Source: an optimization exercise on an open RTL-to-GDS flow (aim: small area, a short achievable clock period and few clock cycles). Production flows keep margins and buffers that such runs may drop.
Only simulation tests tie the RTL to the original design; equivalence was not proved.

== oak ==
Design armCpu, start of the top module:
module armCpu (
	input  logic          clk,
	input  logic          reset,
	input  armPkg::word_t readData,
	output armPkg::word_t memAdr,
	output armPkg::word_t writeData,
	output logic          memWrite
);
	logic [31:0] pcF;         
	logic [31:0] brTarget;    
	logic        phExec;      
	logic        phLoad;      
	logic        phStore;     
	logic        phMul;       
	logic        memPh;       
	logic        condEx;      
	logic        takenR;      
	logic [3:0]  flags;       
	logic [3:0]  cond;
	logic [11:0] imm12;
	logic [3:0]  raIdx, rbIdx, wIdx;
	logic        dIsDp, dIsMul, dIsMem, dIsLoad, dIsBr;
	logic        dUseImm, dIsSub, dSetNZ, dSetCV;
	logic [1:0]  dLogicSel;
	logic [31:0] opA, opB;
	logic [31:0] adrReg;
	logic [31:0] wdReg;
	logic [3:0]  pendIdx;
	logic        pendSetNZ;
	logic [14:0][31:0] regFile;
	logic go, stallStart, fetchEn;
	assign go = phExec && condEx;
	assign stallStart = go && (dIsMem || dIsMul);
  ...
Settings: LEC_CHECK=0, CAP_MARGIN=20, CORE_MARGIN=2, CORE_UTILIZATION=60, CTS_BUF_LIST=sky130_fd_sc_hd__clkbuf_8, CTS_CLUSTER_SIZE=20, SLEW_MARGIN=20, SYNTH_HIERARCHICAL=1, TNS_END_PERCENT=5; clock period 15.0 ns.
standard.sh (not shown) runs the stock make flow with config.mk's settings and CLKGATE_MAP_FILE= SYNTH_SCRIPT=/design/flow/synth_recipe.tcl, a recipe that flattens the netlist after the stock synthesis.
==> flow/flow/run.sh <==
#!/bin/bash
# The standard layout, with timing repair aiming for setup slack well above zero
# at the design's clock period (the constraints themselves are unchanged), and
# plain buffers on the ports.
set -euo pipefail
bash standard.sh SETUP_SLACK_MARGIN=10 "BUFFER_PORTS_ARGS=-buffer_cell sky130_fd_sc_hd__buf_4" finish > make_finish.log 2>&1
Testbench counts of oak, summed over its fixed seeds: cycles 16,171.
diff inputs: oak => pine
Settings: CORE_UTILIZATION now 40, was 60.
--- a/flow/flow/run.sh
+++ b/flow/flow/run.sh
@@ -4,3 +4,3 @@
 # plain buffers on the ports.
 set -euo pipefail
-bash standard.sh SETUP_SLACK_MARGIN=10 "BUFFER_PORTS_ARGS=-buffer_cell sky130_fd_sc_hd__buf_4" finish > make_finish.log 2>&1
+bash standard.sh SETUP_SLACK_MARGIN=11 "BUFFER_PORTS_ARGS=-buffer_cell sky130_fd_sc_hd__buf_4" finish > make_finish.log 2>&1
==> comparison <==
Of the two candidates, oak has the better first-iteration detailed-routing DRC count and pine the worse one.
Against oak, pine reports a worst hold slack that is lower.
Compared with oak, in pine initial standard-cell utilization of the core went down by 20 points; sequential share of layout area went down by 1.9 points.
[inputs] birch vs pine
Settings: SYNTH_HIERARCHICAL removed (was 1); CTS_CLUSTER_SIZE removed (was 20); CTS_BUF_LIST removed (was sky130_fd_sc_hd__clkbuf_8).
--- a/flow/flow/run.sh
+++ b/flow/flow/run.sh
@@ -4,3 +4,3 @@
 # plain buffers on the ports.
 set -euo pipefail
-bash standard.sh SETUP_SLACK_MARGIN=11 "BUFFER_PORTS_ARGS=-buffer_cell sky130_fd_sc_hd__buf_4" finish > make_finish.log 2>&1
+bash standard.sh SETUP_SLACK_MARGIN=10 "BUFFER_PORTS_ARGS=-buffer_cell sky130_fd_sc_hd__buf_4" finish > make_finish.log 2>&1
==> notes.md <==
- Compared with pine, birch instantiates a smaller number of cells.
- Count of non-CTS buffers in the layout down 31 in birch wrt pine
- In the metrics for birch and pine, the one carrying the lower number of antenna violations at the first check in global routing is pine.
- birch was carried through to the last stage, and its layout satisfied the timing, DRC and antenna checks.
- birch against pine: global-route met2 utilization picked up an extra 0.95 points; worst-path maximum fanout moved up; register fraction of the total cell area increased by 0.98 points relative to the old numbers; met2 wire length went down by 0.92%.
- Min quantity of gates resized following cts across birch and pine: birch
The inputs of maple differ from those of birch as listed below.
Settings: TNS_END_PERCENT now 15, was 5; CTS_BUF_LIST now sky130_fd_sc_hd__clkbuf_8, previously not set; CTS_CLUSTER_SIZE now 20, previously not set; SYNTH_HIERARCHICAL now 1, previously not set.
Inserted tap cell count on maple is up relative to birch. NOTE: post-route core utilization in maple falls short of that of birch. birch → maple: worst hold path cell count +2, wire length +1900 µm, non-clock buffer count -47. maple completed every stage of the flow, and the final layout passed the timing, DRC and antenna checks.
#### Input delta (cedar over maple)
Settings: SYNTH_HIERARCHICAL no longer set, was 1; TNS_END_PERCENT now 5, was 15.
[summary]
- cedar finished every stage and its layout cleared the timing, DRC and antenna checks.
- [compare] base=maple new=cedar: post-CTS setup buffer count dropped 24%; multi-input gate share of total cell area dropped 0.27 points; number of cells on the worst reg-to-reg path climbed 4.
- From maple to cedar the numbers moved as follows: routability congestion estimate from global placement saw a decrease; design area saw a decrease; total wire length after detailed routing saw a decrease.
- In cedar the multiplexer share of the synthesized area turned out 0.46 points higher than in maple.
- cedar can be clocked faster than maple.

==> afterwards: timing with drivers on the ports <==
No port has a modelled driver above. Below, the same layouts with a new extraction and two added sets of constraints. Step 1: set_driving_cell puts a clkbuf_16 on clk and a buf_2 on each other input, an assumption about the parent block. Step 2 adds t to the input delays and takes it off the output delays; t is the mean of the earliest and latest rising clock arrival at the registers after step 1. Input paths then give back, and output paths get back, about the clock's delay inside the block. Slacks: ideal / step 1 / step 2; pairs: ideal / step 1.
| run | t, ns | slack for setup (ns) | pins driven straight from the clock port |
|---|---|---|---|
| oak | 0.889 | 9.533 / 9.571 / 8.682 | 1 |
| pine | 0.947 | 9.626 / 9.450 / 8.503 | 1 |
| birch | 0.759 | 9.483 / 9.493 / 8.760 | 1 |
| maple | 0.916 | 9.362 / 9.188 / 8.272 | 1 |
| cedar | 0.943 | 9.456 / 9.482 / 8.539 | 1 |
After both steps every run listed still meets setup and hold. The setup slack of pine, which loses most, moves by -0.176 ns with the drivers and by -1.123 ns with both steps.
